This design comes from an exercise in tuning for small area on the open sky130 flow, not from production work.
In this exercise RTL edits were held to simulation tests only and were not proved equivalent to the original.
Power figures rest on the tool's default switching activity, not on a simulated workload.

## flow/config.mk

```make
export PLATFORM = sky130hd
export DESIGN_NAME = harmonic_comb_energy
export DESIGN_NICKNAME = harmonic_comb_energy
export VERILOG_FILES = /design/flow/design.v
export SDC_FILE = /design/flow/constraint.sdc
export NUM_CORES = 4
export LEC_CHECK = 0
export ABC_AREA = 1
export CAP_MARGIN = 20
export CORE_MARGIN = 2
export CORE_UTILIZATION = 40
export SLEW_MARGIN = 20
```

## flow/constraint.sdc

```tcl
create_clock -name core_clock -period 10.0 [get_ports {i_clk}]
set_input_delay 2.0000 -clock core_clock [delete_from_list [all_inputs] [get_ports {i_clk}]]
set_output_delay 2.0000 -clock core_clock [all_outputs]
set_load 0.01 [all_outputs]
```

## flow/design.v

```verilog
package hce_pkg;
    localparam int FREQ_W            = 23;
    localparam int BINW_W            = 24;
    localparam int MAG_W             = 24;
    localparam int ENERGY_W          = 35;
    localparam int CFG_IDX_W         = 1;
    localparam int CFG_DATA_W        = 24;
    localparam int S_TDATA_W         = 24;
    localparam int M_TDATA_W         = 40;
    localparam int DEF_NUM_HARMONICS = 30;
    localparam int DEF_MAX_BINS      = 2048;
    typedef enum logic [CFG_IDX_W-1:0] {
        CFG_FUND = 1'b0,
        CFG_BINW = 1'b1
    } t_cfg_idx;
endpackage
module hce_match (
    input  logic i_unused,
    output logic o_unused
);
    assign o_unused = i_unused;
endmodule
module hce_csel #(parameter int N = 36, parameter int B = 12) (
    input  logic [N-1:0] a,
    input  logic [N-1:0] b,
    input  logic         cin,
    output logic [N-1:0] s,
    output logic         cout
);
    localparam int NB = (N + B - 1) / B;
    logic [NB:0] bc;
    assign bc[0] = cin;
    for (genvar j = 0; j < NB; j++) begin : g_blk
        localparam int LO = j * B;
        localparam int HI = (LO + B > N) ? N : LO + B;
        localparam int W  = HI - LO;
        logic [W:0]   c0, c1;
        logic [W-1:0] s0, s1;
        assign c0[0] = 1'b0;
        assign c1[0] = 1'b1;
        for (genvar i = 0; i < W; i++) begin : g_bit
            assign s0[i]   = a[LO+i] ^ b[LO+i] ^ c0[i];
            assign c0[i+1] = (a[LO+i] & b[LO+i]) | (c0[i] & (a[LO+i] ^ b[LO+i]));
            assign s1[i]   = a[LO+i] ^ b[LO+i] ^ c1[i];
            assign c1[i+1] = (a[LO+i] & b[LO+i]) | (c1[i] & (a[LO+i] ^ b[LO+i]));
        end
        if (j == 0) begin : g_first
            logic [W:0] cr;
            assign cr[0] = cin;
            for (genvar i = 0; i < W; i++) begin : g_r
                assign s[LO+i]  = a[LO+i] ^ b[LO+i] ^ cr[i];
                assign cr[i+1]  = (a[LO+i] & b[LO+i]) | (cr[i] & (a[LO+i] ^ b[LO+i]));
            end
            assign bc[1] = cr[W];
        end else begin : g_sel
            assign s[HI-1:LO] = (s1 & {W{bc[j]}}) | (s0 & {W{~bc[j]}});
            assign bc[j+1]    = (c1[W] & bc[j]) | (c0[W] & ~bc[j]);
        end
    end
    assign cout = bc[NB];
endmodule
module harmonic_comb_energy #(
    parameter int NUM_HARMONICS = hce_pkg::DEF_NUM_HARMONICS,
    parameter int MAX_BINS      = hce_pkg::DEF_MAX_BINS
) (
    input  logic                              i_clk,
    input  logic                              i_rst_n,
    input  logic                              i_s_tvalid,
    output logic                              o_s_tready,
    input  logic [hce_pkg::S_TDATA_W-1:0]     i_s_tdata,
    input  logic                              i_s_tlast,
    output logic                              o_m_tvalid,
    input  logic                              i_m_tready,
    output logic [hce_pkg::M_TDATA_W-1:0]     o_m_tdata,
    input  logic                              i_cfg_we,
    input  logic [hce_pkg::CFG_IDX_W-1:0]     i_cfg_idx,
    input  logic [hce_pkg::CFG_DATA_W-1:0]    i_cfg_data
);
    localparam int R  = 4;     
    localparam int XW = 32;    
    localparam int EW = 35;
    logic [22:0] r_f;
    logic [23:0] r_w;
    logic        r_mode;       
    logic        r_wge;        
    logic [R-1:0]       r_v, r_l, r_d, r_s;
    logic [R-1:0][23:0] r_m;
    logic [XW-1:0] r_x;
    logic [4:0]    r_h;
    logic [10:0]   r_k;
    logic [2:0]    r_ec;       
    logic          r_ovf;      
    logic          r_z;        
    logic          r_hit;      
    logic [EW-1:0] r_sum;
    logic          r_ov;
    logic stall, consume;
    assign stall      = r_ov && !i_m_tready;
    assign o_s_tready = !stall;
    assign consume    = r_v[R-1] && !stall;
    logic [24:0] cm, cg;
    assign cm[0] = 1'b1;
    assign cg[0] = 1'b1;
    for (genvar i = 0; i < 24; i++) begin : g_cmp
        logic fi, f2i;
        assign fi  = (i < 23) ? r_f[i] : 1'b0;
        assign f2i = (i == 0) ? 1'b0 : r_f[i-1];
        assign cm[i+1] = (r_w[i] & ~fi)  | (cm[i] & (r_w[i] | ~fi));
        assign cg[i+1] = (r_w[i] & ~f2i) | (cg[i] & (r_w[i] | ~f2i));
    end
    always_ff @(posedge i_clk) begin
        r_mode <= !cm[24];
        r_wge  <= cg[24];
    end
    logic [XW-1:0] f2, f4, f64, w1, w2;
    assign f2  = XW'({r_f, 1'b0});
    assign f4  = XW'({r_f, 2'b0});
    assign f64 = XW'({r_f, 6'b0});
    assign w1  = XW'(r_w);
    assign w2  = XW'({r_w, 1'b0});
    logic x_neg, x_zero;
    assign x_neg  = r_x[XW-1];
    assign x_zero = (r_x == '0);
    logic         jv;
    logic [R-1:0] jsel;
    logic         jlast;
    always_comb begin
        jsel = '0; jlast = 1'b0; jv = 1'b0;
        for (int i = 0; i < R; i++) begin
            if (r_v[i] && !r_d[i]) begin
                jsel    = '0;
                jsel[i] = 1'b1;
                jlast   = r_l[i];
                jv      = 1'b1;
            end
        end
        if (r_ec != 3'd0) begin jv = 1'b0; jsel = '0; end
    end
    logic sel;
    always_comb begin
        if (r_k == '0)  sel = r_wge;
        else if (r_mode) sel = ((x_neg || x_zero) && (r_h != 5'd31)) || r_hit;
        else             sel = !x_neg;
    end
    localparam int TW = 29;
    function automatic logic [2*TW-1:0] csa(input logic [TW-1:0] x, input logic [TW-1:0] y, input logic [TW-1:0] z);
        logic [TW-1:0] s, c;
        s = x ^ y ^ z;
        c = ((x & y) | (x & z) | (y & z)) << 1;
        csa = {c, s};
    endfunction
    logic [12:0]   kx;           
    logic [5:0]    bneg, bone, btwo;
    logic [TW-1:0] bp [6];
    logic [TW-1:0] bk;           
    assign kx = {1'b0, r_k, 1'b0};
    for (genvar i = 0; i < 6; i++) begin : g_booth
        logic b2, b1, b0;
        logic [24:0] m;
        assign b2 = kx[2*i+2];
        assign b1 = kx[2*i+1];
        assign b0 = kx[2*i];
        assign bneg[i] = b2 & ~(b1 & b0);
        assign bone[i] = b1 ^ b0;
        assign btwo[i] = b2 ? (~b1 & ~b0) : (b1 & b0);
        assign m = ({25{bone[i]}} & {1'b0, r_w}) | ({25{btwo[i]}} & {r_w, 1'b0});
        if (i == 0) begin : g_r0
            assign bp[i] = TW'({~bneg[i], m ^ {25{bneg[i]}}});
        end else begin : g_ri
            assign bp[i] = TW'(XW'({~bneg[i], m ^ {25{bneg[i]}}, 1'b0, bneg[i-1]}) << (2*i - 2));
        end
    end
    assign bk = TW'({11'd683, 25'd0}) | (TW'(bneg[5]) << 10);    
    logic [TW-1:0] t1s, t1c, t2s, t2c, t3s, t3c, t4s, t4c, t5s, t5c;
    assign {t1c, t1s} = csa(bp[0], bp[1], bp[2]);
    assign {t2c, t2s} = csa(bp[3], bp[4], bp[5]);
    assign {t3c, t3s} = csa(bk, t1s, t1c);
    assign {t4c, t4s} = csa(t2s, t2c, t3s);
    assign {t5c, t5s} = csa(t4s, t4c, t3c);
    logic [XW-1:0] t9s, t9c;
    assign t9s = XW'(t5s);
    assign t9c = XW'(t5c);
    logic p_big;
    assign p_big = (r_k[5]  & r_w[23])          | (r_k[6]  & (|r_w[23:22])) |
                   (r_k[7]  & (|r_w[23:21]))    | (r_k[8]  & (|r_w[23:20])) |
                   (r_k[9]  & (|r_w[23:19]))    | (r_k[10] & (|r_w[23:18]));
    logic [XW-1:0] op_a, op_b, op_c;
    logic          ci_b, ci_c;      
    logic [XW-1:0] rs, rc, row;
    always_comb begin
        rs = op_a ^ op_b ^ op_c;
        rc = ((op_a & op_b) | (op_a & op_c) | (op_b & op_c)) << 1;
        rc[0] = ci_b;
    end
    hce_csel #(.N(XW), .B(6)) u_row (.a(rs), .b(rc), .cin(ci_c), .s(row), .cout());
    logic [XW-1:0] drow, d_b;
    logic          y_neg, y_zero;
    assign d_b = x_neg ? f64 : ~f64;
    hce_csel #(.N(XW), .B(6)) u_drow (.a(r_x << 1), .b(d_b), .cin(!x_neg), .s(drow), .cout());
    assign y_neg  = drow[XW-1];
    assign y_zero = (drow == '0);
    logic [XW-1:0] x_next;
    logic [4:0]    h_next;
    logic [2:0]    ec_next;
    logic          ovf_next, z_next, hit_next;
    always_comb begin
        op_a = r_x; op_b = ~w2; ci_b = 1'b1; op_c = '0; ci_c = 1'b0;
        x_next = r_x; h_next = r_h; ec_next = r_ec; ovf_next = r_ovf; z_next = r_z; hit_next = r_hit;
        if (r_ec != 3'd0) begin
            ec_next = r_ec + 3'd1;
            if (r_ec == 3'd1) begin
                if (r_k == '0) ec_next = 3'd0;
                ovf_next = 1'b0;
                z_next   = 1'b0;
                hit_next = 1'b0;
                op_a = t9s << 1; op_b = t9c << 1; ci_b = 1'b0; op_c = ~w1; ci_c = 1'b1;
                x_next = p_big ? XW'(36'h20000000) : {2'b00, row[XW-3:0]};
            end else if (!r_mode) begin
                ec_next = 3'd0;
                op_a = f64; op_b = ~f4; ci_b = 1'b1; op_c = ~r_x; ci_c = 1'b1;
                x_next = row;
            end else if (r_ec != 3'd4) begin
                op_a = drow << 1; op_c = '0; ci_c = 1'b0;
                if (y_neg) begin op_b = f64;  ci_b = 1'b0; end
                else       begin op_b = ~f64; ci_b = 1'b1; end
                x_next = row;
                h_next = {r_h[2:0], !y_neg, !row[XW-1]};
                ovf_next = r_ovf | (r_x[XW-1] != r_x[XW-2]) | (drow[XW-1] != drow[XW-2]);
                z_next   = r_z | y_zero | ((r_ec == 3'd3) && x_zero);
            end else begin
                ec_next = 3'd0;
                op_a = y_neg ? '0 : f2; op_b = ~w2; ci_b = 1'b1; op_c = ~{{5{drow[XW-1]}}, drow[XW-1:5]}; ci_c = 1'b1;
                x_next = row;
                if (r_ovf || (r_x[XW-1] != r_x[XW-2])) begin
                    h_next = 5'd31;
                end else begin
                    h_next = ({r_h[3:0], !y_neg} == 5'd31) ? 5'd31 : {r_h[3:0], !y_neg} + 5'd1;
                    hit_next = (y_zero || r_z || x_zero) && ({r_h[3:0], !y_neg} != 5'd0) &&
                               ({r_h[3:0], !y_neg} != 5'd31);
                end
            end
        end else if (jv) begin
            hit_next = 1'b0;
        end
        if (r_ec == 3'd0 && jv && !jlast) begin
            if (r_k == '0) begin
                h_next = 5'd1;
                if (r_mode) begin op_a = f2;  op_b = ~w2; ci_b = 1'b1; op_c = ~w1; ci_c = 1'b1; end
                else        begin op_a = f64; op_b = ~f4; ci_b = 1'b1; op_c = ~w1; ci_c = 1'b1; end
                x_next = row;
            end else if (r_k != 11'd2047) begin
                if (r_mode) begin
                    op_a = r_x; op_b = ~w2; ci_b = 1'b1; op_c = x_neg ? f2 : '0; ci_c = 1'b0;
                    x_next = row;
                    if (x_neg && r_h != 5'd31) h_next = r_h + 5'd1;
                end else if (!x_neg) begin
                    op_a = r_x; op_b = ~w2; ci_b = 1'b1; op_c = '0; ci_c = 1'b0;
                    x_next = row;
                end
            end
        end
    end
    always_ff @(posedge i_clk) begin
        if (!i_rst_n) begin
            r_f  <= '0;
            r_w  <= '0;
            r_ec <= 3'd0;
            r_x  <= '0;
            r_h  <= 5'd1;
            r_ovf <= 1'b0;
            r_z   <= 1'b0;
            r_hit <= 1'b0;
        end else begin
            r_x  <= x_next;
            r_h  <= h_next;
            r_ovf <= ovf_next;
            r_z   <= z_next;
            r_hit <= hit_next;
            r_ec <= ec_next;
            if (i_cfg_we) begin
                r_ec <= 3'd1;
                if (i_cfg_idx == 1'b0) r_f <= i_cfg_data[22:0];
                else                   r_w <= i_cfg_data;
            end
        end
    end
    always_ff @(posedge i_clk) begin
        if (!i_rst_n) begin
            r_k <= '0;
        end else if (jv) begin
            if (jlast)                  r_k <= '0;
            else if (r_k != 11'd2047)   r_k <= r_k + 11'd1;
        end
    end
    logic [R-1:0] d_now, s_now;
    always_comb begin
        for (int i = 0; i < R; i++) begin
            d_now[i] = r_d[i] || jsel[i];
            s_now[i] = jsel[i] ? sel : r_s[i];
        end
    end
    always_ff @(posedge i_clk) begin
        if (!i_rst_n) begin
            r_v <= '0;
        end else if (!stall) begin
            r_v <= {r_v[R-2:0], i_s_tvalid};
        end
    end
    always_ff @(posedge i_clk) begin
        if (!stall) begin
            r_m <= {r_m[R-2:0], i_s_tdata};
            r_l <= {r_l[R-2:0], i_s_tlast};
            r_d <= {d_now[R-2:0], 1'b0};
            r_s <= {s_now[R-2:0], 1'b0};
        end else begin
            r_d <= d_now;
            r_s <= s_now;
        end
    end
    logic [EW-1:0] base;
    logic [23:0]   addend;
    logic [23:0]   lo_sum;
    logic          lo_cy;
    logic [10:0]   hi_inc;
    logic [EW-1:0] n_sum;
    assign base   = r_ov ? '0 : r_sum;
    assign addend = s_now[R-1] ? r_m[R-1] : 24'd0;
    hce_csel #(.N(24), .B(12)) u_acc (.a(base[23:0]), .b(addend), .cin(1'b0), .s(lo_sum), .cout(lo_cy));
    assign hi_inc = base[34:24] + 11'd1;
    always_comb begin
        if (!lo_cy)                  n_sum = {base[34:24], lo_sum};
        else if (base[34:24] == '1)  n_sum = '1;
        else                         n_sum = {hi_inc, lo_sum};
    end
    always_ff @(posedge i_clk) begin
        if (!i_rst_n) begin
            r_sum <= '0;
            r_ov  <= 1'b0;
        end else if (consume) begin
            r_sum <= n_sum;
            r_ov  <= r_l[R-1];
        end else if (r_ov && i_m_tready) begin
            r_sum <= '0;
            r_ov  <= 1'b0;
        end
    end
    assign o_m_tvalid = r_ov;
    assign o_m_tdata  = {5'd0, r_sum};
endmodule
```

## flow/flow/run.sh

```bash
#!/bin/bash
# Standard layout, with the port buffers made from the smallest buffer cell.
set -e
export BUFFER_PORTS_ARGS="-buffer_cell sky130_fd_sc_hd__buf_1"
bash standard.sh finish > standard.log 2>&1
```

## flow/standard.sh

```bash
#!/bin/bash
# synth_recipe.tcl (not shown) runs the flow's synth.tcl, then flattens the netlist and writes it again
# the make line also repeats each setting of config.mk as NAME=value (left out here)
make -C /OpenROAD-flow-scripts/flow DESIGN_CONFIG=/design/flow/config.mk WORK_HOME=/design/flow/orfs CLKGATE_MAP_FILE= SYNTH_SCRIPT=/design/flow/synth_recipe.tcl "${@:-finish}"
```

==> results.yml, run 1 <==
outcome:
  outcome: "complete, no violations"
finish:
  postLayoutCoreUtil: 0.453
  seqCellArea_sq_um: 6030
  area_delta_synth_final_pct: 11.5
  final_nets: 3554
  fill_cells: 6156
  multiInputGateArea_sq_um: 16000
  drive_gt1_frac: 0.0858
yosys:
  syn_area_per_cell_sq_um: 7.98
  mappedNetlistArea_sq_um: 24600
  synth_warnings: 2
  synth_top_cell_by_area: "fa_1"
  synthMuxAreaShare: 0.00991
  ys_async_sr_fraction: 0
  synth_most_common_cell: "inv_1"
  yosys-top-cells-count: "inv_1, nand2_1, fa_1"
  synth_compound_area_frac: 0.205
  ys_seq_area_frac: 0.245
  synth_area_leaders: "fa_1, dfxtp_1, edfxtp_1"
  synth_top_area_frac: 0.192
  synthAdderAreaFrac: 0.246
  synthSimpleGateAreaFrac: 0.127
  synth_top_family_by_area: "adder cells"
  ys_seq_elements: 251
  syn-instance-count: 3086
  ys.flop_type: "dfxtp_1"
  synth-edff-count: 100
  synthXorXnorAreaFrac: 0.0572
  ys_types: 64
timing:
  layout_min_cycle_time_ns: 9.41
  relSlewSlack: 0.344
  max_freq_mhz: 106
  whs_ns: 0.384
  drv_slew: 0
  tightest_slew_ns: 0.981
  finClkSkew_ns: 0.0530
  rsz0062_at_grt: "no"
  hold_viol: 0
  fin_crit_sh: 0.941
  finalSetupTns_ns: 0
  setup-violations-final: 0
route:
  wire_per_inst_microns: 24.8
  first_iter_violations: 3449
  dr.pass1.iters: 8
  final_antenna_net_count: 0
  drc: 0
  via_per_inst: 5.92
  num_vias: 23500
  wirelength_microns: 98400
setup_path:
  rr_endpoint: "r_h[0]$_SDFF_PN1_"
  reg2reg_setup_slack_ns: 0.59
  cp.depth: 47
  crit_type: "flip-flop to flip-flop"
  worst_setup_path_start_kind: "flip-flop"
  path_delay_family: "adder cells"
  cp_data_required_time_ns: 10.53
  cp_max_fo: 7
  end_kind: "flip-flop"
  reg2reg_from: "r_x[31]$_SDFF_PN0_"
  crit_top_cell: "nand2_1"
  slowest_delay_ns: 0.50
  ff2ff_path_depth: 47
  cp.arrival_ns: 9.94
  slowest_stage: "fa_1"
  crit_buf_inv: 2
power:
  internal_power_w: 0.00366
  combPwrFrac: 0.653
  cellLeakagePower_nw: 11.4
  power_density_nw_per_um2: 267
  irDropWorstVdd_uv: 354
  seqPwrFrac: 0.172
  clockPowerShare: 0.175
  power_switching_w: 0.00367
  swShare: 0.500
global_routing:
  grt_pass1_vias: 22300
  grt_overflow: 0
  grt_pass1_wl_microns: 147000
  met1_usage: 0.438
  antenna_found_initial: 2
  top_usage_layer: "met2"
  gr-usage-met3: 0.0839
  grt_usage: 0.307
  grt_max_degree: 80
  grt_use_met2: 0.439
clock_network:
  cts_tree: "done"
  cts.sinks: 251
  clk_latency_ns: 0.65
  numCtsBuffers: 31
  cts_root_buffer: "clkbuf_16"
  clk_pin_slew_ns: 0.06
  ctsHoldBuffers: 0
  post_cts_buffers: 0
  clk_path_buf_depth: 3
  cts_max_level: 1
min_path:
  worst_hold_startpoint: "r_m[64]$_DFFE_PN_"
  worstHoldEndpoint: "r_m[88]$_DFFE_PN_"
  hp-class: "flip-flop to flip-flop"
  hold_depth: 0
floorplanning:
  die_x_microns: 252
  fp.coreArea_sq_um: 60600
  die_y_microns: 252
  rows: 90
  die_area_sq_um: 63600
  start_util: 0.407
  io_pins: 97
placed_design:
  place.gp.congestion: 1.03
  hpwl_microns: 73400
  numPortBuffers: 91
run:
  cap_violations: 0
[placed cells by master (no fill, tap or decap), drive strengths merged, types with 15 or more instances in the layout]
master  instances
o211ai         29
buf           224
nand4          15
o22ai         200
xnor2          20
mux2i          21
o21ai         256
o221ai         45
a21oi         207
clkbuf         38
nand2         464
a221oi         24
edfxtp        100
inv           497
nor3           25
nand3          50
clkinv         28
ha            107
fa            236
dfxtp         151
nor2          195
xor2          140
[logic make-up (layout without fill, tap and decap cells)]
group,Yosys count,count (layout)
other,1,8
AOI/OAI and AO/OA,836,836
DFF,251,251
and+or+nand+nor,766,766
buffers and inverters,705,796
adders and majority gates,343,343
xor gates and xnor gates,160,160
muxes,24,24
[layout make-up]
cell class | count | area share
multi-input combinational | 2134 | 0.583
sequential | 251 | 0.220
inverter | 513 | 0.0703
timing repair buffer | 225 | 0.0502
tap | 782 | 0.0356
clock buffer | 37 | 0.0298
clock inverter | 21 | 0.0114
antenna | 3 | 0.000273
[how the worst max path moves through the flow]
stage / to / slack [ns] / start
6_report: r_h[0]$_SDFF_PN1_ / 0.59 / r_x[31]$_SDFF_PN0_
5_1_grt: r_h[0]$_SDFF_PN1_ / 0.001 / r_x[31]$_SDFF_PN0_
4_1_cts: r_h[0]$_SDFF_PN1_ / 0.1 / r_x[31]$_SDFF_PN0_
3_5_place_dp: r_h[0]$_SDFF_PN1_ / 0.13 / r_x[31]$_SDFF_PN0_
3_3_place_gp: r_h[0]$_SDFF_PN1_ / 0.29 / r_x[31]$_SDFF_PN0_
2_1_floorplan: r_h[0]$_SDFF_PN1_ / 0.30 / r_x[31]$_SDFF_PN0_
[sequential cells by signal (all words and copies together) (netlist names)]
| signal | flops |
|---|---|
| r_w | 24 |
| r_wge | 1 |
| r_f | 23 |
| r_hit | 1 |
| r_x | 32 |
| r_d | 4 |
| r_m | 96 |
| r_l | 4 |
| r_sum | 35 |
| r_mode | 1 |
| r_ec | 3 |
| r_ov | 1 |
| r_s | 4 |
| r_z | 1 |
| r_v | 4 |
| r_ovf | 1 |
| r_h | 5 |
| r_k | 11 |
[worst register-to-register path: cells and delay by family, from the launching register on]
family          cells  cell delay (ns)
simple gates       14             1.42
flops               1             0.38
buf+inv             2             0.15
compound gates     15             1.66
fa+ha+maj          14             5.30
xor+xnor            2             0.39
[through the flow]
stage / instance area (sq um) / setup WS [ns] / cells / total power (W)
after floorplan: 24600 / 0.300 / 3090 / 0.00435
after global placement: 26300 / 0.293 / 3905 / 0.00586
after detailed placement: 26300 / 0.127 / 3905 / 0.00587
after CTS: 27400 / 0.0974 / 3963 / 0.00717
after global routing: 27400 / 0.00107 / 3963 / 0.00785
final: 27400 / 0.586 / 3966 / 0.00733
[power by group through the flow]
stage / combinational, W / clock (W) / sequential (W)
2_1_floorplan: 0.00309 / 0 / 0.00125
3_3_place_gp: 0.00458 / 0 / 0.00128
3_5_place_dp: 0.00460 / 0 / 0.00128
4_1_cts: 0.00462 / 0.00129 / 0.00126
5_1_grt: 0.00525 / 0.00133 / 0.00127
6_report: 0.00479 / 0.00128 / 0.00126
[what timing repair did]
item	CTS	global route
endpoints found under the setup margin	0	9
resized for setup	0	18
hold endpoints to repair	0	0
[layer usage]
| metal | vias up | wire length (microns) |
|---|---|---|
| li1 | 10400 | - |
| met1 | 11400 | 42000 |
| met2 | 1390 | 40400 |
| met3 | 315 | 11500 |
| met4 | 0 | 4600 |
| met5 | - | 0 |
==> run 2, diff against run 1 <==
--- a/flow/design.v
+++ b/flow/design.v
@@ -192,11 +192,11 @@
         rc = ((op_a & op_b) | (op_a & op_c) | (op_b & op_c)) << 1;
         rc[0] = ci_b;
     end
-    hce_csel #(.N(XW), .B(6)) u_row (.a(rs), .b(rc), .cin(ci_c), .s(row), .cout());
+    hce_csel #(.N(XW), .B(5)) u_row (.a(rs), .b(rc), .cin(ci_c), .s(row), .cout());
     logic [XW-1:0] drow, d_b;
     logic          y_neg, y_zero;
     assign d_b = x_neg ? f64 : ~f64;
-    hce_csel #(.N(XW), .B(6)) u_drow (.a(r_x << 1), .b(d_b), .cin(!x_neg), .s(drow), .cout());
+    hce_csel #(.N(XW), .B(7)) u_drow (.a(r_x << 1), .b(d_b), .cin(!x_neg), .s(drow), .cout());
     assign y_neg  = drow[XW-1];
     assign y_zero = (drow == '0);
     logic [XW-1:0] x_next;
==> results.yml, run 2 <==
yosys:
  yosys-top-cells-count: "inv_1, nand2_1, o21ai_0"
  synth_top_area_frac: 0.194
  ys_seq_elements: 251
  synth_area_leaders: "fa_1, dfxtp_1, edfxtp_1"
  mappedNetlistArea_sq_um: 24400
  synth_warnings: 2
  synth_most_common_cell: "inv_1"
  ys_async_sr_fraction: 0
  ys.flop_type: "dfxtp_1"
  ys_types: 66
  synth-edff-count: 100
  syn-instance-count: 3051
  ys_seq_area_frac: 0.247
  syn_area_per_cell_sq_um: 8.00
  synth_top_cell_by_area: "fa_1"
clock_network:
  ctsHoldBuffers: 0
  cts.sinks: 251
  cts_max_level: 1
  cts_tree: "done"
  clk_latency_ns: 0.65
  cts_root_buffer: "clkbuf_16"
  clk_path_buf_depth: 3
  clk_pin_slew_ns: 0.06
  numCtsBuffers: 31
finish:
  drive_gt1_frac: 0.0897
  final_common_cell: "inv_1"
  most-common-layout-cells: "inv_1, nand2_1, o21ai_0"
  instances_no_fill: 3948
  top_regs: "r_m x96, r_sum x35, r_x x32"
  area_delta_synth_final_pct: 11.8
  final_nets: 3538
  regMostFlops: "r_m"
  largest_reg_flops: 96
route:
  wire_per_inst_microns: 24.0
  wirelength_microns: 94900
  num_vias: 23300
  via_per_inst: 5.91
  first_iter_violations: 3283
  drc: 0
  final_antenna_net_count: 0
  dr.pass1.iters: 10
global_routing:
  grt_overflow: 0
  grt_max_degree: 68
  grt_pass1_wl_microns: 141000
  antenna_found_initial: 3
  grt_pass1_vias: 22400
  grt_usage: 0.295
placed_design:
  hpwl_microns: 71100
  place.gp.congestion: 1.08
  numPortBuffers: 91
  dp_cells: 3878
floorplanning:
  io_pins: 97
  die_x_microns: 251
  die_y_microns: 251
  die_area_sq_um: 63000
  start_util: 0.404
  fp.coreArea_sq_um: 60400
  rows: 90
timing:
  tightest_slew_ns: 1.22
  drv_slew: 0
  relSlewSlack: 0.175
  finClkSkew_ns: 0.0639
  hold_viol: 0
  fin_crit_sh: 0.954
  layout_min_cycle_time_ns: 9.54
  setup-violations-final: 0
  max_freq_mhz: 105
setup_path:
  end_kind: "flip-flop"
  crit_top_cell: "fa_1"
  crit_type: "flip-flop to flip-flop"
  slowest_delay_ns: 0.56
  cp_data_required_time_ns: 10.51
  cp_max_fo: 10
  slowest_stage: "fa_1"
  cp.arrival_ns: 10.05
  worst_setup_path_start_kind: "flip-flop"
power:
  irDropWorstVdd_uv: 203
  power_density_nw_per_um2: 279
  cellLeakagePower_nw: 11.4
  p_total_w: 0.00760
outcome:
  outcome: "complete, no violations"
run:
  cap_violations: 0
min_path:
  hp-class: "flip-flop to flip-flop"
==> run 2: changes by cell type after synthesis, moves of 15 or more <==
cell     change
nand2_1     +21
nor2_1      -44
o21ai_1     -31
o21ai_0     +31
nand3_1     +15
==> run 2: per-layer routing <==
layer,vias up,global-route usage,wire [microns]
li1,10300,-,-
met1,11100,0.398,38300
met2,1514,0.428,39000
met3,385,0.0933,12200
met4,4,0.141,5370
met5,-,0,26
==> run 2: repair_timing <==
action,4_1_cts,5_1_grt
gates cloned,0,1
buffers inserted,0,10
setup endpoints to repair,1,26
gates resized for setup,2,26
pin swaps,0,8
==> run 2: final timing paths <==
check                     start                  to  slack [ns]  cells after the start
max          r_x[31]$_SDFF_PN0_  r_x[31]$_SDFF_PN0_        0.46                     44
min           r_m[66]$_DFFE_PN_   r_m[90]$_DFFE_PN_        0.38                      0
max reg2reg  r_x[31]$_SDFF_PN0_  r_x[31]$_SDFF_PN0_        0.46                     44
min reg2reg   r_m[66]$_DFFE_PN_   r_m[90]$_DFFE_PN_        0.38                      0
==> run 2: cell type report <==
class                           count  area, sq um
Inverter                          518         1950
Multi-Input combinational cell   2107        15900
Sequential cell                   251         6030
Clock inverter                     22          213
Tap cell                          782          978
Fill cell                        6095        33100
Antenna cell                        1         2.50
Timing Repair Buffer              231         1430
Clock buffer                       36          795
==> run 2: worst max-delay path: cells and delay by family, from the launching register on <==
family | cells | cell delay, ns
DFF | 1 | 0.39
buffers and inverters | 8 | 1.02
and+or+nand+nor | 12 | 1.06
xor gates and xnor gates | 2 | 0.32
adders and majority gates | 12 | 5.00
AOI/OAI and AO/OA | 10 | 1.57
==> run 2: cell families after synthesis <==
kind of cell	after synthesis	share of synthesized area
flops	251	0.247
mux	20	0.00841
buf+inv	698	0.109
simple gates	762	0.131
xor+xnor	156	0.0560
fa+ha+maj	343	0.248
compound gates	820	0.200
other cells	1	0.000154
==> run 2: power by group <==
part	internal, W	total [W]	switching (W)
clock network	0.000629	0.00113	0.000499
registers	0.00117	0.00127	0.0000996
logic	0.00194	0.00521	0.00326
==> run 2: per-stage QoR <==
step	hold slack, ns	util	setup TNS [ns]	setup WS [ns]	area [sq um]
2_1_floorplan	0.400	-	0	0.140	24400
3_3_place_gp	0.401	0.432	0	0.277	26100
3_5_place_dp	0.405	0.432	-0.00121	-0.00121	26100
4_1_cts	0.392	0.449	0	0.122	27100
5_1_grt	0.398	0.452	-0.00984	-0.00984	27300
6_report	0.377	0.452	0	0.459	27300
==> run 3, diff against run 2 <==
--- a/flow/config.mk
+++ b/flow/config.mk
@@ -8,5 +8,5 @@
 export ABC_AREA = 1
 export CAP_MARGIN = 20
 export CORE_MARGIN = 2
-export CORE_UTILIZATION = 40
+export CORE_UTILIZATION = 55
 export SLEW_MARGIN = 20
==> results.yml, run 3 <==
finish:
  most-common-layout-cells: "inv_1, nand2_1, o21ai_0"
  regMostFlops: "r_m"
  postLayoutCoreUtil: 0.614
  top_regs: "r_m x96, r_sum x35, r_x x32"
  area_delta_synth_final_pct: 10.7
  fill_cells: 3967
  drive_gt1_frac: 0.0867
  largest_reg_flops: 96
  final_nets: 3536
  final_common_cell: "inv_1"
clock_network:
  numCtsBuffers: 30
  clk_path_buf_depth: 3
  cts_tree: "done"
  cts_max_level: 1
  cts_root_buffer: "clkbuf_16"
  ctsHoldBuffers: 0
  clk_pin_slew_ns: 0.07
  cts.sinks: 251
  clk_latency_ns: 0.61
floorplanning:
  io_pins: 97
  die_x_microns: 215
  rows: 77
  die_area_sq_um: 46100
  fp.coreArea_sq_um: 44000
  die_y_microns: 215
  start_util: 0.554
timing:
  finClkSkew_ns: 0.0162
  layout_min_cycle_time_ns: 9.51
  relSlewSlack: 0.277
  rsz0062_at_grt: "no"
  tightest_slew_ns: 1.07
  max_freq_mhz: 105
  finalSetupTns_ns: 0
  fin_crit_sh: 0.951
  drv_slew: 0
  hold_viol: 0
  setup-violations-final: 0
setup_path:
  cp_data_required_time_ns: 10.46
  end_kind: "flip-flop"
  worst_setup_path_start_kind: "flip-flop"
  cp.arrival_ns: 9.96
  setup.worst_path.end: "r_h[0]$_SDFF_PN1_"
  ff2ff_path_depth: 46
  reg2reg_setup_slack_ns: 0.49
  rr_endpoint: "r_h[0]$_SDFF_PN1_"
  cp_max_fo: 14
  slowest_stage: "fa_1"
  crit_type: "flip-flop to flip-flop"
  crit_top_cell: "fa_1"
  slowest_delay_ns: 0.48
  cp-startpoint: "r_f[1]$_SDFFE_PN0P_"
  reg2reg_from: "r_f[1]$_SDFFE_PN0P_"
yosys:
  syn_area_per_cell_sq_um: 8.00
  synth-edff-count: 100
  ys_async_sr_fraction: 0
  ys_types: 66
  yosys-top-cells-count: "inv_1, nand2_1, o21ai_0"
  mappedNetlistArea_sq_um: 24400
  syn-instance-count: 3051
  ys_seq_elements: 251
  synth_most_common_cell: "inv_1"
  synth_area_leaders: "fa_1, dfxtp_1, edfxtp_1"
  ys.flop_type: "dfxtp_1"
  synth_top_cell_by_area: "fa_1"
  ys_seq_area_frac: 0.247
  synth_warnings: 2
  synth_top_area_frac: 0.194
route:
  num_vias: 24100
  dr.pass1.iters: 6
  final_antenna_net_count: 0
  drc: 0
  wirelength_microns: 98500
  wire_per_inst_microns: 26.2
  first_iter_violations: 3607
  via_per_inst: 6.40
power:
  irDropWorstVdd_uv: 312
  cellLeakagePower_nw: 11.4
  power_density_nw_per_um2: 293
  p_total_w: 0.00792
global_routing:
  grt_usage: 0.422
  antenna_found_initial: 3
  met1_usage: 0.599
  gr-usage-met3: 0.130
  grt_use_met2: 0.596
  grt_max_degree: 84
  top_usage_layer: "met1"
  grt_pass1_vias: 23000
  grt_pass1_wl_microns: 147000
  grt_overflow: 0
placed_design:
  numPortBuffers: 91
  place.gp.congestion: 1.06
  hpwl_microns: 74500
min_path:
  hp-class: "flip-flop to flip-flop"
outcome:
  outcome: "complete, no violations"
run:
  cap_violations: 0
## run 3: cell counts after synthesis
Identical to the previous run, type by type.
## run 3: cell type report
class                           instances  area, sq um  area share
Clock inverter                         23          290      0.0107
Multi-Input combinational cell       2106        15800       0.586
Antenna cell                            2         5.00    0.000185
Clock buffer                           33          762      0.0282
Inverter                              518         1950      0.0722
Sequential cell                       251         6030       0.223
Timing Repair Buffer                  231         1420      0.0525
Tap cell                              592          741      0.0274
## run 3: logic make-up (layout without fill, tap and decap cells)
group / after synthesis / after routing / synth area share
other: 1 / 7 / 0.000154
adders and majority gates: 343 / 343 / 0.248
xor gates and xnor gates: 156 / 156 / 0.0560
muxes: 20 / 20 / 0.00841
AOI/OAI and AO/OA: 820 / 820 / 0.200
and+or+nand+nor: 762 / 762 / 0.131
DFF: 251 / 251 / 0.247
buffers and inverters: 698 / 805 / 0.109
## run 3: critical path, delay by kind of cell, from the launching register on
| family | cells | cell delay, ns |
|---|---|---|
| XOR/XNOR | 2 | 0.31 |
| buffers and inverters | 6 | 0.72 |
| AO/OA/AOI/OAI | 10 | 1.22 |
| adder cells (fa/ha/maj) | 14 | 5.51 |
| flip-flops | 1 | 0.39 |
| AND/OR/NAND/NOR | 14 | 1.15 |
## run 3: per-stage QoR
step	instances	cell area (sq um)	hold WS (ns)	setup slack (ns)
CTS	3752	26900	0.420	0.188
finish	3756	27000	0.419	0.491
detailed placement	3696	25900	0.405	0.199
global placement	3696	25900	0.401	0.413
global route	3754	27000	0.423	0.0138
floorplan	3055	24400	0.400	0.140
## run 3: timing repair
item	4_1_cts	5_1_grt
gates resized for setup	0	18
setup buffers	0	2
setup endpoints to repair	0	29
## run 3: routing by layer
layer,up-vias,part of all wire
met3,387,0.15
li1,10300,-
met1,11500,0.39
met2,1818,0.41
met4,2,0.053
met5,-,0.00011
## run 3: how the worst min path moves through the flow
stage | from | end | slack, ns | cells after the start
floorplan | r_m[0]$_DFFE_PN_ | r_m[24]$_DFFE_PN_ | 0.40 | 0
global placement | r_m[17]$_DFFE_PN_ | r_m[41]$_DFFE_PN_ | 0.40 | 0
detailed placement | r_m[7]$_DFFE_PN_ | r_m[31]$_DFFE_PN_ | 0.40 | 0
CTS | r_m[21]$_DFFE_PN_ | r_m[45]$_DFFE_PN_ | 0.42 | 0
global route | r_m[21]$_DFFE_PN_ | r_m[45]$_DFFE_PN_ | 0.42 | 0
finish | r_m[46]$_DFFE_PN_ | r_m[70]$_DFFE_PN_ | 0.42 | 0
## run 3: power by group
part	leakage [nW]	total (W)	internal, W	switching (W)
clock network	0.499	0.00118	0.000669	0.000512
logic	8.62	0.00547	0.00200	0.00347
registers	2.29	0.00127	0.00117	0.000103
==> run 4, diff against run 3 <==
--- a/flow/config.mk
+++ b/flow/config.mk
@@ -8,5 +8,7 @@
 export ABC_AREA = 1
 export CAP_MARGIN = 20
 export CORE_MARGIN = 2
-export CORE_UTILIZATION = 55
+export CORE_UTILIZATION = 40
+export CTS_CLUSTER_DIAMETER = 80
+export CTS_CLUSTER_SIZE = 20
 export SLEW_MARGIN = 20
==> results.yml, run 4 <==
timing:
  finClkSkew_ns: 0.0317
  hold_viol: 0
  tightest_slew_ns: 1.14
  layout_min_cycle_time_ns: 9.53
  max_freq_mhz: 105
  fin_crit_sh: 0.953
  drv_slew: 0
  setup-violations-final: 0
  relSlewSlack: 0.232
finish:
  drive_gt1_frac: 0.0863
  largest_reg_flops: 96
  top_regs: "r_m x96, r_sum x35, r_x x32"
  fill_cells: 6097
  diodes: 0
  final_common_cell: "inv_1"
  regMostFlops: "r_m"
  area_delta_synth_final_pct: 11.0
  final_cell_area_sq_um: 27100
  most-common-layout-cells: "inv_1, nand2_1, o21ai_0"
  final_nets: 3532
power:
  p_total_w: 0.00748
  cellLeakagePower_nw: 11.3
  power_density_nw_per_um2: 276
  irDropWorstVdd_uv: 232
min_path:
  hp-class: "flip-flop to flip-flop"
yosys:
  yosys-top-cells-count: "inv_1, nand2_1, o21ai_0"
  ys.flop_type: "dfxtp_1"
  ys_async_sr_fraction: 0
  synth_top_cell_by_area: "fa_1"
  synth-edff-count: 100
  ys_types: 66
  syn-instance-count: 3051
  mappedNetlistArea_sq_um: 24400
  synth_most_common_cell: "inv_1"
  ys_seq_area_frac: 0.247
  synth_warnings: 2
  ys_seq_elements: 251
  syn_area_per_cell_sq_um: 8.00
  synth_top_area_frac: 0.194
  synth_area_leaders: "fa_1, dfxtp_1, edfxtp_1"
route:
  final_antenna_net_count: 0
  wirelength_microns: 94800
  via_per_inst: 5.89
  num_vias: 23200
  drc: 0
  first_iter_violations: 3146
  wire_per_inst_microns: 24.1
  dr.pass1.iters: 8
clock_network:
  numCtsBuffers: 24
  cts_root_buffer: "clkbuf_16"
  clk_pin_slew_ns: 0.08
  clk_latency_ns: 0.59
  clk_path_buf_depth: 3
  cts_tree: "done"
  cts_max_level: 1
  cts.sinks: 251
run:
  cap_violations: 0
setup_path:
  slowest_delay_ns: 0.49
  path_delay_family: "adder cells"
  end_kind: "flip-flop"
  crit_type: "flip-flop to flip-flop"
  slowest_stage: "fa_1"
  crit_buf_inv: 9
  cp_max_fo: 12
  worst_setup_path_start_kind: "flip-flop"
  cp.arrival_ns: 9.99
  cp_data_required_time_ns: 10.46
  crit_top_cell: "fa_1"
placed_design:
  numPortBuffers: 91
  hpwl_microns: 71100
  dpl_cell_area_sq_um: 26100
  place.gp.congestion: 1.08
floorplanning:
  fp.coreArea_sq_um: 60400
  die_y_microns: 251
  rows: 90
  die_x_microns: 251
  start_util: 0.404
  die_area_sq_um: 63000
  io_pins: 97
global_routing:
  grt_pass1_wl_microns: 141000
  grt_usage: 0.295
  antenna_found_initial: 2
  grt_overflow: 0
  grt_max_degree: 68
  grt_pass1_vias: 22300
outcome:
  outcome: "complete, no violations"
==> run 4: cell counts after synthesis <==
Identical to the previous run, type by type.
==> run 4: worst paths after layout <==
path | slack [ns] | from | to | cells after the start
hold / removal | 0.41 | r_m[11]$_DFFE_PN_ | r_m[35]$_DFFE_PN_ | 0
hold reg to reg | 0.41 | r_m[11]$_DFFE_PN_ | r_m[35]$_DFFE_PN_ | 0
setup reg to reg | 0.47 | r_x[31]$_SDFF_PN0_ | r_x[31]$_SDFF_PN0_ | 46
setup / recovery | 0.47 | r_x[31]$_SDFF_PN0_ | r_x[31]$_SDFF_PN0_ | 46
==> run 4: final cells by class <==
| type | count | area, sq um | area share |
|---|---|---|---|
| clock buffer | 29 | 639 | 0.0236 |
| clock inverter | 14 | 178 | 0.00656 |
| tap | 782 | 978 | 0.0361 |
| timing repair buffer | 232 | 1440 | 0.0531 |
| sequential | 251 | 6030 | 0.223 |
| multi-input combinational | 2107 | 15900 | 0.586 |
| inverter | 518 | 1950 | 0.0720 |
==> run 4: cell families (layout without fill, tap and decap cells) <==
family / Yosys count / after routing / synth area share
other cells: 1 / 5 / 0.000154
buf+inv: 698 / 793 / 0.109
simple gates: 762 / 762 / 0.131
flops: 251 / 251 / 0.247
fa+ha+maj: 343 / 343 / 0.248
mux: 20 / 20 / 0.00841
compound gates: 820 / 821 / 0.200
xor+xnor: 156 / 156 / 0.0560
==> run 4: metal layers <==
layer / vias to the layer above / global-route usage / share of wire
li1: 10300 / - / -
met1: 11100 / 0.396 / 0.41
met2: 1427 / 0.428 / 0.41
met3: 350 / 0.0952 / 0.13
met4: 4 / 0.144 / 0.053
met5: - / 0 / 0.00027
==> run 4: where the power goes <==
part           internal [W]  switching [W]
Sequential          0.00117      0.0000990
Combinational       0.00196        0.00328
Clock              0.000521       0.000461
==> run 4: stage by stage <==
stage / hold WS [ns] / instances / util / TNS, ns / worst slack [ns]
floorplan: 0.400 / 3055 / - / 0 / 0.140
global placement: 0.401 / 3878 / 0.432 / 0 / 0.277
detailed placement: 0.405 / 3878 / 0.432 / -0.00121 / -0.00121
CTS: 0.420 / 3921 / 0.446 / 0 / 0.123
global route: 0.425 / 3933 / 0.449 / -0.00314 / -0.00314
finish: 0.414 / 3933 / 0.449 / 0 / 0.469
==> run 4: repair_timing <==
item / 4_1_cts / 5_1_grt
endpoints found under the setup margin: 1 / 25
endpoints found under the hold margin: 0 / 0
buffers inserted: 0 / 11
hold buffers: 0 / 0
gates resized for setup: 2 / 25
pin swaps: 0 / 9
cloned: 0 / 1
==> run 5, diff against run 4 <==
--- a/flow/design.v
+++ b/flow/design.v
@@ -239,7 +239,7 @@
                                ({r_h[3:0], !y_neg} != 5'd31);
                 end
             end
-        end else if (jv) begin
+        end else if (jv && (jlast || r_k != 11'd2047)) begin
             hit_next = 1'b0;
         end
         if (r_ec == 3'd0 && jv && !jlast) begin
==> results.yml, run 5 <==
setup_path:
  crit_top_cell: "fa_1"
  cp_max_fo: 14
  slowest_stage: "fa_1"
  end_kind: "flip-flop"
  cp_data_required_time_ns: 10.50
  ff2ff_path_depth: 42
  cp.arrival_ns: 10.05
  crit_type: "flip-flop to flip-flop"
  worst_setup_path_start_kind: "flip-flop"
  slowest_delay_ns: 0.49
global_routing:
  grt_overflow: 0
  antenna_found_initial: 0
  grt_pass1_vias: 22300
  grt_max_degree: 80
  grt_usage: 0.320
  grt_pass1_wl_microns: 151000
finish:
  area_delta_synth_final_pct: 10.0
  instances_no_fill: 3876
  final_nets: 3474
  most-common-layout-cells: "inv_1, nand2_1, fa_1"
  diodes: 0
  drive_gt1_frac: 0.0760
  largest_reg_flops: 96
  postLayoutCoreUtil: 0.445
  final_common_cell: "inv_1"
  fill_cells: 6103
  regMostFlops: "r_m"
  top_regs: "r_m x96, r_sum x35, r_x x32"
route:
  wire_per_inst_microns: 26.4
  final_antenna_net_count: 0
  num_vias: 23300
  via_per_inst: 6.01
  first_iter_violations: 2937
  dr.pass1.iters: 6
  drc: 0
  wirelength_microns: 102000
floorplanning:
  die_x_microns: 251
  die_y_microns: 251
  fp.coreArea_sq_um: 60400
  start_util: 0.405
  rows: 90
  io_pins: 97
  die_area_sq_um: 63000
timing:
  setup-violations-final: 0
  fin_crit_sh: 0.956
  finClkSkew_ns: 0.0489
  whs_ns: 0.418
  setup_ws_ns: 0.444
  relSlewSlack: 0.275
  max_freq_mhz: 105
  drv_slew: 0
  layout_min_cycle_time_ns: 9.56
  hold_viol: 0
  rsz0062_at_grt: "yes"
  tightest_slew_ns: 1.08
power:
  internal_power_w: 0.00348
  cellLeakagePower_nw: 11.2
  combPwrFrac: 0.688
  power_density_nw_per_um2: 274
  irDropWorstVdd_uv: 141
  seqPwrFrac: 0.173
  clockPowerShare: 0.138
  swShare: 0.527
  power_switching_w: 0.00388
  p_total_w: 0.00736
clock_network:
  cts_max_level: 1
  numCtsBuffers: 24
  cts_root_buffer: "clkbuf_16"
  clk_pin_slew_ns: 0.08
  cts_tree: "done"
  cts.sinks: 251
  clk_latency_ns: 0.60
  clk_path_buf_depth: 3
yosys:
  ys_seq_elements: 251
  synth_area_leaders: "fa_1, dfxtp_1, edfxtp_1"
  mappedNetlistArea_sq_um: 24400
  synth_top_cell_by_area: "fa_1"
  synth-edff-count: 100
  ys_async_sr_fraction: 0
  synth_most_common_cell: "inv_1"
  synth_top_area_frac: 0.193
  yosys-top-cells-count: "inv_1, nand2_1, fa_1"
  syn-instance-count: 3021
  syn_area_per_cell_sq_um: 8.08
  synth_warnings: 2
  ys.flop_type: "dfxtp_1"
  ys_seq_area_frac: 0.247
  ys_types: 63
placed_design:
  numPortBuffers: 91
  preCtsSetupSlack_ns: 0.0210
  hpwl_microns: 77500
  place.gp.congestion: 1.02
  dp_cells: 3823
min_path:
  hp-class: "flip-flop to flip-flop"
  hold_depth: 0
run:
  cap_violations: 0
outcome:
  outcome: "complete, no violations"
[run 5: cell count changes in the layout (fill, tap and decap cells not counted), sizes merged, moves of 10 or more]
cell and change:
o21ai -15, o211ai +11, o22ai -10, buf -30, nand2 -26, inv +18
[run 5: area by class of cell]
class / instances / area (sq um) / share of cell area
timing repair buffer: 203 / 1210 / 0.0449
multi-input combinational: 2070 / 15800 / 0.589
tap: 782 / 978 / 0.0364
sequential: 251 / 6030 / 0.224
clock buffer: 28 / 626 / 0.0233
clock inverter: 16 / 230 / 0.00857
inverter: 526 / 1980 / 0.0738
[run 5: worst max-delay path, delay by kind of cell (launching register included)]
kind / cells / cell delay (ns)
adders and majority gates: 14 / 5.58
DFF: 1 / 0.36
and+or+nand+nor: 12 / 0.98
AOI/OAI and AO/OA: 9 / 1.41
xor gates and xnor gates: 2 / 0.37
buffers and inverters: 5 / 0.72
[run 5: power groups by stage]
stage	Combinational, W	Sequential [W]	Clock, W
final	0.00506	0.00127	0.00102
after global routing	0.00555	0.00128	0.00107
after CTS	0.00473	0.00127	0.00104
after detailed placement	0.00471	0.00129	0
after global placement	0.00465	0.00129	0
after floorplan	0.00320	0.00126	0
[run 5: metal layers]
metal  vias up  share of wire  track usage
met2      1444           0.41        0.461
li1      10200              -            -
met3       251           0.12       0.0740
met5         -              0            0
met1     11400           0.43        0.470
met4         0          0.038        0.104
[run 5: final timing paths]
kind	start	end	slack, ns
worst max register to register	r_x[31]$_SDFF_PN0_	r_h[0]$_SDFF_PN1_	0.44
worst min-delay path	r_m[70]$_DFFE_PN_	r_m[94]$_DFFE_PN_	0.42
worst min register to register	r_m[70]$_DFFE_PN_	r_m[94]$_DFFE_PN_	0.42
worst max-delay path	r_x[31]$_SDFF_PN0_	r_h[0]$_SDFF_PN1_	0.44
[run 5: cells by family (layout without fill, tap and decap cells)]
logic type      after synthesis  count (layout)  synth area share
mux                          19              19           0.00794
fa+ha+maj                   343             343             0.248
simple gates                725             725             0.125
buf+inv                     704             773             0.111
flops                       251             251             0.247
xor+xnor                    156             156            0.0563
compound gates              822             822             0.205
other cells                   1               5          0.000154
[run 5: repair_timing]
item	in CTS	in global routing
cloned	0	1
hold buffers	0	0
pin swaps	0	10
setup endpoints to repair	22	27
gates resized for setup	1	27
setup buffers	0	8
[run 5: through the flow]
step	TNS [ns]	cell area [sq um]
final	0	26900
after global routing	-1.49	26900
after CTS	0	26700
after detailed placement	0	25800
after global placement	0	25800
after floorplan	0	24400
==> run 6, diff against run 5 <==
--- a/flow/config.mk
+++ b/flow/config.mk
@@ -9,6 +9,6 @@
 export CAP_MARGIN = 20
 export CORE_MARGIN = 2
 export CORE_UTILIZATION = 40
-export CTS_CLUSTER_DIAMETER = 80
-export CTS_CLUSTER_SIZE = 20
+export CTS_CLUSTER_DIAMETER = 100
+export CTS_CLUSTER_SIZE = 26
 export SLEW_MARGIN = 20
==> results.yml, run 6 <==
outcome:
  outcome: "complete, no violations"
yosys:
  synth_warnings: 2
  yosys-top-cells-count: "inv_1, nand2_1, fa_1"
  synth_most_common_cell: "inv_1"
  mappedNetlistArea_sq_um: 24400
  synthAdderAreaFrac: 0.248
  ys_async_sr_fraction: 0
  synth_compound_area_frac: 0.205
  synthXorXnorAreaFrac: 0.0563
  synth_top_area_frac: 0.193
  ys_types: 63
  synthSimpleGateAreaFrac: 0.125
  ys_seq_area_frac: 0.247
  synth_top_family_by_area: "adder cells"
  ys_seq_elements: 251
  ys.flop_type: "dfxtp_1"
  synthMuxAreaShare: 0.00794
  synth_area_leaders: "fa_1, dfxtp_1, edfxtp_1"
  syn_area_per_cell_sq_um: 8.08
  synth-edff-count: 100
  syn-instance-count: 3021
  synth_top_cell_by_area: "fa_1"
timing:
  tightest_slew_ns: 1.10
  hold_viol: 0
  layout_min_cycle_time_ns: 9.57
  drv_slew: 0
  finalSetupTns_ns: 0
  max_freq_mhz: 104
  finClkSkew_ns: 0.0392
  relSlewSlack: 0.257
  fin_crit_sh: 0.957
  setup_ws_ns: 0.429
  setup-violations-final: 0
placed_design:
  place.gp.congestion: 1.02
  numPortBuffers: 91
  dp_cells: 3823
  preCtsSetupSlack_ns: 0.0210
  hpwl_microns: 77500
floorplanning:
  die_y_microns: 251
  fp.coreArea_sq_um: 60400
  die_area_sq_um: 63000
  rows: 90
  die_x_microns: 251
  start_util: 0.405
  io_pins: 97
route:
  dr.pass1.iters: 6
  final_antenna_net_count: 0
  wire_per_inst_microns: 26.4
  via_per_inst: 6.03
  drc: 0
  wirelength_microns: 102000
  num_vias: 23300
  first_iter_violations: 3100
clock_network:
  numCtsBuffers: 19
  cts_tree: "done"
  clk_latency_ns: 0.57
  clk_pin_slew_ns: 0.10
  cts_max_level: 1
  cts_root_buffer: "clkbuf_16"
  cts.sinks: 251
  clk_path_buf_depth: 3
setup_path:
  crit_top_cell: "fa_1"
  slowest_stage: "o21ai_0"
  crit_type: "flip-flop to flip-flop"
  worst_setup_path_start_kind: "flip-flop"
  cp.arrival_ns: 10.00
  end_kind: "flip-flop"
  cp_max_fo: 11
  cp_data_required_time_ns: 10.43
  slowest_delay_ns: 0.84
global_routing:
  grt_pass1_vias: 22200
  grt_max_degree: 80
  grt_pass1_wl_microns: 151000
  grt_usage: 0.320
  grt_overflow: 0
  antenna_found_initial: 2
power:
  irDropWorstVdd_uv: 140
  cellLeakagePower_nw: 11.1
  p_total_w: 0.00718
  power_density_nw_per_um2: 269
finish:
  top_regs: "r_m x96, r_sum x35, r_x x32"
  instances_no_fill: 3866
  final_common_cell: "inv_1"
  regMostFlops: "r_m"
  drive_gt1_frac: 0.0733
  area_delta_synth_final_pct: 9.24
  final_nets: 3468
  most-common-layout-cells: "inv_1, nand2_1, fa_1"
  largest_reg_flops: 96
min_path:
  hp-class: "flip-flop to flip-flop"
run:
  cap_violations: 0
[run 6: per-layer routing]
metal	vias up	wire [microns]	GRT usage
li1	10200	-	-
met1	11300	44400	0.473
met2	1536	41900	0.464
met3	262	11800	0.0685
met4	4	4040	0.0983
met5	-	22	0
[run 6: cells by family (layout without fill, tap and decap cells)]
| group | count (synthesis) | after routing |
|---|---|---|
| simple gates | 725 | 725 |
| xor+xnor | 156 | 156 |
| other cells | 1 | 6 |
| compound gates | 822 | 822 |
| flops | 251 | 251 |
| fa+ha+maj | 343 | 343 |
| mux | 19 | 19 |
| buf+inv | 704 | 762 |
[run 6: final timing paths]
kind / cells past startpoint / slack (ns) / startpoint / to
worst max-delay path: 37 / 0.43 / r_x[31]$_SDFF_PN0_ / r_h[0]$_SDFF_PN1_
worst min-delay path: 0 / 0.40 / r_m[48]$_DFFE_PN_ / r_m[72]$_DFFE_PN_
worst max register to register: 37 / 0.43 / r_x[31]$_SDFF_PN0_ / r_h[0]$_SDFF_PN1_
worst min register to register: 0 / 0.40 / r_m[48]$_DFFE_PN_ / r_m[72]$_DFFE_PN_
[run 6: layout make-up]
type	instances	area [sq um]
clock buffer	22	487
timing repair buffer	202	1200
tap	782	978
antenna	1	2.50
multi-input combinational	2070	15800
inverter	526	1980
fill	6107	33700
clock inverter	12	176
sequential	251	6030
[run 6: critical path: cells and delay by family, from the launching register on]
family | cells | cell delay (ns)
buffers and inverters | 3 | 0.34
AO/OA/AOI/OAI | 10 | 2.28
XOR/XNOR | 2 | 0.38
flip-flops | 1 | 0.39
adder cells (fa/ha/maj) | 12 | 4.90
AND/OR/NAND/NOR | 10 | 1.14
[run 6: power by group]
group / leakage, nW / total [W] / internal (W) / switching (W)
Combinational: 8.51 / 0.00505 / 0.00179 / 0.00326
Sequential: 2.29 / 0.00127 / 0.00116 / 0.000113
Clock: 0.316 / 0.000854 / 0.000386 / 0.000468
Total: 11.1 / 0.00718 / 0.00334 / 0.00384
[run 6: what timing repair did]
action | CTS | global route
resized for setup | 1 | 29
gates cloned | 0 | 1
pin swaps | 0 | 11
setup buffers | 0 | 7
hold buffers | 0 | 0
setup endpoints to repair | 20 | 27
[run 6: stage by stage]
| stage | utilization | hold WS (ns) | area (sq um) |
|---|---|---|---|
| after detailed placement | 0.428 | 0.405 | 25800 |
| after global placement | 0.428 | 0.400 | 25800 |
| after global routing | 0.442 | 0.399 | 26700 |
| after CTS | 0.439 | 0.396 | 26500 |
| final | 0.442 | 0.398 | 26700 |
| after floorplan | - | 0.400 | 24400 |
==> run 7, diff against run 6 <==
--- a/flow/design.v
+++ b/flow/design.v
@@ -239,7 +239,7 @@
                                ({r_h[3:0], !y_neg} != 5'd31);
                 end
             end
-        end else if (jv && (jlast || r_k != 11'd2047)) begin
+        end else if (jv) begin
             hit_next = 1'b0;
         end
         if (r_ec == 3'd0 && jv && !jlast) begin
==> results.yml, run 7 <==
outcome:
  outcome: "complete, no violations"
clock_network:
  clk_path_buf_depth: 3
  cts.sinks: 251
  cts_root_buffer: "clkbuf_16"
  clk_pin_slew_ns: 0.10
  numCtsBuffers: 19
  clk_latency_ns: 0.57
  cts_max_level: 1
  cts_tree: "done"
  ctsHoldBuffers: 0
timing:
  max_freq_mhz: 105
  layout_min_cycle_time_ns: 9.54
  fin_crit_sh: 0.954
  finClkSkew_ns: 0.0253
  drv_slew: 0
  whs_ns: 0.414
  setup-violations-final: 0
  finalSetupTns_ns: 0
  relSlewSlack: 0.193
  hold_viol: 0
  tightest_slew_ns: 1.20
yosys:
  yosys-top-cells-count: "inv_1, nand2_1, o21ai_0"
  mappedNetlistArea_sq_um: 24400
  ys_seq_elements: 251
  ys_types: 66
  synth_top_area_frac: 0.194
  synth_warnings: 2
  syn-instance-count: 3051
  syn_area_per_cell_sq_um: 8.00
  ys_async_sr_fraction: 0
  synth_top_cell_by_area: "fa_1"
  synth_most_common_cell: "inv_1"
  synth-edff-count: 100
  ys.flop_type: "dfxtp_1"
  ys_seq_area_frac: 0.247
  synth_area_leaders: "fa_1, dfxtp_1, edfxtp_1"
run:
  cap_violations: 0
finish:
  largest_reg_flops: 96
  fill_cells: 6099
  drive_gt1_frac: 0.0847
  regMostFlops: "r_m"
  final_cell_area_sq_um: 26900
  final_common_cell: "inv_1"
  area_delta_synth_final_pct: 10.4
  final_nets: 3527
  top_regs: "r_m x96, r_sum x35, r_x x32"
  most-common-layout-cells: "inv_1, nand2_1, o21ai_0"
floorplanning:
  io_pins: 97
  rows: 90
  die_y_microns: 251
  die_x_microns: 251
  fp.coreArea_sq_um: 60400
  start_util: 0.404
  die_area_sq_um: 63000
global_routing:
  gr-usage-met3: 0.0889
  top_usage_layer: "met2"
  grt_use_met2: 0.430
  grt_pass1_vias: 22100
  met1_usage: 0.404
  grt_max_degree: 68
  antenna_found_initial: 4
  grt_overflow: 0
  grt_usage: 0.296
  grt_pass1_wl_microns: 141000
route:
  dr.pass1.iters: 9
  wirelength_microns: 94900
  first_iter_violations: 3204
  final_antenna_net_count: 0
  drc: 0
  wire_per_inst_microns: 24.2
  via_per_inst: 5.94
  num_vias: 23300
power:
  power_density_nw_per_um2: 273
  cellLeakagePower_nw: 11.3
  irDropWorstVdd_uv: 183
  p_total_w: 0.00736
setup_path:
  ff2ff_path_depth: 44
  cp.arrival_ns: 9.96
  worst_setup_path_start_kind: "flip-flop"
  crit_top_cell: "fa_1"
  cp_data_required_time_ns: 10.42
  slowest_delay_ns: 0.50
  cp_max_fo: 10
  crit_type: "flip-flop to flip-flop"
  slowest_stage: "fa_1"
  end_kind: "flip-flop"
min_path:
  hold_depth: 0
  hp-class: "flip-flop to flip-flop"
placed_design:
  dpl_cell_area_sq_um: 26100
  hpwl_microns: 71100
  place.gp.congestion: 1.08
  numPortBuffers: 91
[run 7: cell count changes after synthesis, moves of 10 or more]
cell	previous run	this run
o211ai_1	41	30
nand2_1	439	468
o22ai_1	188	198
o21ai_0	230	247
[run 7: final timing paths]
path                             end  slack [ns]          startpoint
hold reg to reg    r_m[82]$_DFFE_PN_        0.41   r_m[58]$_DFFE_PN_
setup / recovery  r_x[31]$_SDFF_PN0_        0.46  r_x[31]$_SDFF_PN0_
setup reg to reg  r_x[31]$_SDFF_PN0_        0.46  r_x[31]$_SDFF_PN0_
hold / removal     r_m[82]$_DFFE_PN_        0.41   r_m[58]$_DFFE_PN_
[run 7: power breakdown]
part	switching [W]	internal [W]	leakage [nW]
clock network	0.000461	0.000383	0.314
registers	0.0000996	0.00117	2.29
logic	0.00329	0.00196	8.64
total	0.00385	0.00351	11.3
[run 7: cell families (layout without fill, tap and decap cells)]
family	after synthesis	after routing	share of synthesized area
AOI/OAI and AO/OA	820	821	0.200
xor gates and xnor gates	156	156	0.0560
adders and majority gates	343	343	0.248
buffers and inverters	698	784	0.109
DFF	251	251	0.247
muxes	20	20	0.00841
other	1	7	0.000154
and+or+nand+nor	762	762	0.131
[run 7: critical path, delay by kind of cell (launching register included)]
family,cells,cell delay (ns)
buf+inv,8,0.93
simple gates,13,1.16
fa+ha+maj,14,5.58
compound gates,7,0.97
flops,1,0.40
xor+xnor,2,0.32
[run 7: metal layers]
metal  vias up  share of wire
met5         -        0.00022
met3       328           0.12
met1     11300           0.41
met4         4          0.054
li1      10300              -
met2      1430           0.41
[run 7: timing repair]
item | in CTS | in global routing
resized for setup | 2 | 27
pin swaps | 0 | 8
setup buffers | 0 | 11
endpoints found under the setup margin | 1 | 24
gates cloned | 0 | 1
[run 7: cell type report]
type | instances | area, sq um | area share
sequential | 251 | 6030 | 0.224
multi-input combinational | 2107 | 15900 | 0.590
antenna | 2 | 5.00 | 0.000186
clock buffer | 22 | 487 | 0.0181
inverter | 518 | 1950 | 0.0725
timing repair buffer | 232 | 1440 | 0.0534
clock inverter | 12 | 158 | 0.00585
tap | 782 | 978 | 0.0363
[run 7: per-stage QoR]
step | util | cells | setup slack (ns)
finish | 0.446 | 3926 | 0.461
floorplan | - | 3055 | 0.140
global placement | 0.432 | 3878 | 0.277
global route | 0.446 | 3924 | -0.000563
CTS | 0.443 | 3912 | 0.118
detailed placement | 0.432 | 3878 | -0.00121
==> run 8, diff against run 7 <==
--- a/flow/design.v
+++ b/flow/design.v
@@ -239,7 +239,7 @@
                                ({r_h[3:0], !y_neg} != 5'd31);
                 end
             end
-        end else if (jv) begin
+        end else if (jv && (jlast || r_k != 11'd2047)) begin
             hit_next = 1'b0;
         end
         if (r_ec == 3'd0 && jv && !jlast) begin
--- a/flow/config.mk
+++ b/flow/config.mk
@@ -6,9 +6,9 @@
 export NUM_CORES = 4
 export LEC_CHECK = 0
 export ABC_AREA = 1
-export CAP_MARGIN = 20
+export CAP_MARGIN = 5
 export CORE_MARGIN = 2
 export CORE_UTILIZATION = 40
 export CTS_CLUSTER_DIAMETER = 100
 export CTS_CLUSTER_SIZE = 26
-export SLEW_MARGIN = 20
+export SLEW_MARGIN = 5
==> results.yml, run 8 <==
global_routing:
  grt_max_degree: 80
  grt_usage: 0.319
  grt_pass1_wl_microns: 150000
  grt_overflow: 0
  antenna_found_initial: 6
  grt_pass1_vias: 22100
route:
  via_per_inst: 6.05
  dr.pass1.iters: 7
  drc: 0
  first_iter_violations: 3094
  final_antenna_net_count: 0
  num_vias: 23400
  wire_per_inst_microns: 26.4
  wirelength_microns: 102000
setup_path:
  path_delay_family: "adder cells"
  cp_data_required_time_ns: 10.43
  cp.arrival_ns: 10.04
  crit_buf_inv: 5
  slowest_delay_ns: 0.49
  crit_top_cell: "fa_1"
  crit_type: "flip-flop to flip-flop"
  worst_setup_path_start_kind: "flip-flop"
  cp_max_fo: 12
  slowest_stage: "fa_1"
  end_kind: "flip-flop"
yosys:
  ys_seq_area_frac: 0.247
  synth_most_common_cell: "inv_1"
  synth_warnings: 2
  mappedNetlistArea_sq_um: 24400
  ys_seq_elements: 251
  ys.flop_type: "dfxtp_1"
  synth_top_cell_by_area: "fa_1"
  syn-instance-count: 3021
  yosys-top-cells-count: "inv_1, nand2_1, fa_1"
  synth_top_area_frac: 0.193
  synth_area_leaders: "fa_1, dfxtp_1, edfxtp_1"
  ys_async_sr_fraction: 0
  synth-edff-count: 100
  syn_area_per_cell_sq_um: 8.08
  ys_types: 63
timing:
  relSlewSlack: 0.155
  setup-violations-final: 0
  finClkSkew_ns: 0.0436
  max_freq_mhz: 104
  tightest_slew_ns: 1.26
  fin_crit_sh: 0.961
  layout_min_cycle_time_ns: 9.61
  setup_ws_ns: 0.392
  finalSetupTns_ns: 0
  rsz0062_at_grt: "yes"
  hold_viol: 0
  drv_slew: 0
power:
  combPwrFrac: 0.702
  power_switching_w: 0.00382
  internal_power_w: 0.00334
  power_density_nw_per_um2: 268
  clockPowerShare: 0.120
  swShare: 0.534
  irDropWorstVdd_uv: 146
  seqPwrFrac: 0.178
  cellLeakagePower_nw: 11.1
  p_total_w: 0.00716
clock_network:
  clk_pin_slew_ns: 0.11
  cts.sinks: 251
  clk_path_buf_depth: 3
  cts_root_buffer: "clkbuf_16"
  numCtsBuffers: 19
  cts_tree: "done"
  clk_latency_ns: 0.57
  cts_max_level: 1
floorplanning:
  die_x_microns: 251
  die_area_sq_um: 63000
  die_y_microns: 251
  rows: 90
  io_pins: 97
  start_util: 0.405
  fp.coreArea_sq_um: 60400
finish:
  most-common-layout-cells: "inv_1, nand2_1, fa_1"
  drive_gt1_frac: 0.0716
  largest_reg_flops: 96
  final_nets: 3470
  area_delta_synth_final_pct: 9.27
  top_regs: "r_m x96, r_sum x35, r_x x32"
  final_common_cell: "inv_1"
  regMostFlops: "r_m"
placed_design:
  preCtsSetupSlack_ns: -0.000729
  numPortBuffers: 91
  hpwl_microns: 77500
  place.gp.congestion: 1.02
run:
  cap_violations: 0
outcome:
  outcome: "complete, no violations"
min_path:
  hp-class: "flip-flop to flip-flop"
run 8: cell type report:
class,count,area [sq um]
Multi-Input combinational cell,2070,15800
Antenna cell,1,2.50
Timing Repair Buffer,204,1220
Clock inverter,12,179
Clock buffer,22,487
Inverter,526,1980
Sequential cell,251,6030
Fill cell,6054,33700
Tap cell,782,978
run 8: path summary, 6_finish.rpt:
| kind | start | to | slack (ns) | cells after the start |
|---|---|---|---|---|
| hold reg to reg | r_m[48]$_DFFE_PN_ | r_m[72]$_DFFE_PN_ | 0.39 | 0 |
| setup / recovery | r_x[31]$_SDFF_PN0_ | r_h[0]$_SDFF_PN1_ | 0.39 | 45 |
| hold / removal | r_m[48]$_DFFE_PN_ | r_m[72]$_DFFE_PN_ | 0.39 | 0 |
| setup reg to reg | r_x[31]$_SDFF_PN0_ | r_h[0]$_SDFF_PN1_ | 0.39 | 45 |
run 8: cell families (layout without fill, tap and decap cells):
group	Yosys count	in the layout	synth area share
simple gates	725	725	0.125
flops	251	251	0.247
xor+xnor	156	156	0.0563
fa+ha+maj	343	343	0.248
other cells	1	6	0.000154
compound gates	822	822	0.205
mux	19	19	0.00794
buf+inv	704	764	0.111
run 8: worst reg2reg max path: cells and delay by family (launching register included):
kind	cells	cell delay, ns
xor+xnor	2	0.36
compound gates	9	1.31
flops	1	0.38
fa+ha+maj	14	5.51
simple gates	15	1.45
buf+inv	5	0.53
run 8: power groups by stage:
stage	Clock, W	Combinational (W)	Sequential, W
floorplan	0	0.00320	0.00126
global placement	0	0.00465	0.00129
detailed placement	0	0.00471	0.00129
CTS	0.000875	0.00473	0.00127
global route	0.000905	0.00550	0.00128
finish	0.000857	0.00503	0.00128
run 8: what timing repair did:
item                                    in CTS  in global routing
cloned                                       0                  1
pin swaps                                    0                 11
gates resized for setup                      1                 27
endpoints found under the setup margin      21                 25
buffers inserted                             0                  8
hold buffers                                 0                  0
run 8: per-layer routing:
metal,track usage,share of wire,vias to the layer above
li1,-,-,10200
met1,0.468,0.44,11600
met2,0.462,0.41,1396
met3,0.0739,0.11,252
met4,0.101,0.040,10
met5,0,0.00094,-
run 8: per-stage QoR:
| stage | util | instances | instance area (sq um) | hold WS, ns |
|---|---|---|---|---|
| after global routing | 0.442 | 3867 | 26700 | 0.394 |
| final | 0.442 | 3868 | 26700 | 0.394 |
| after CTS | 0.439 | 3857 | 26500 | 0.398 |
| after global placement | 0.428 | 3823 | 25800 | 0.400 |
| after floorplan | - | 3025 | 24400 | 0.400 |
| after detailed placement | 0.428 | 3823 | 25800 | 0.405 |

Re-timed with assumed drivers on the ports (clkbuf_16 on the clock, buf_2 on other inputs), run 8 has 0.392 ns of setup slack against 0.392 ns with ideal ports, and 0.392 ns once port delays also move by the mid clock arrival of 0.605 ns.
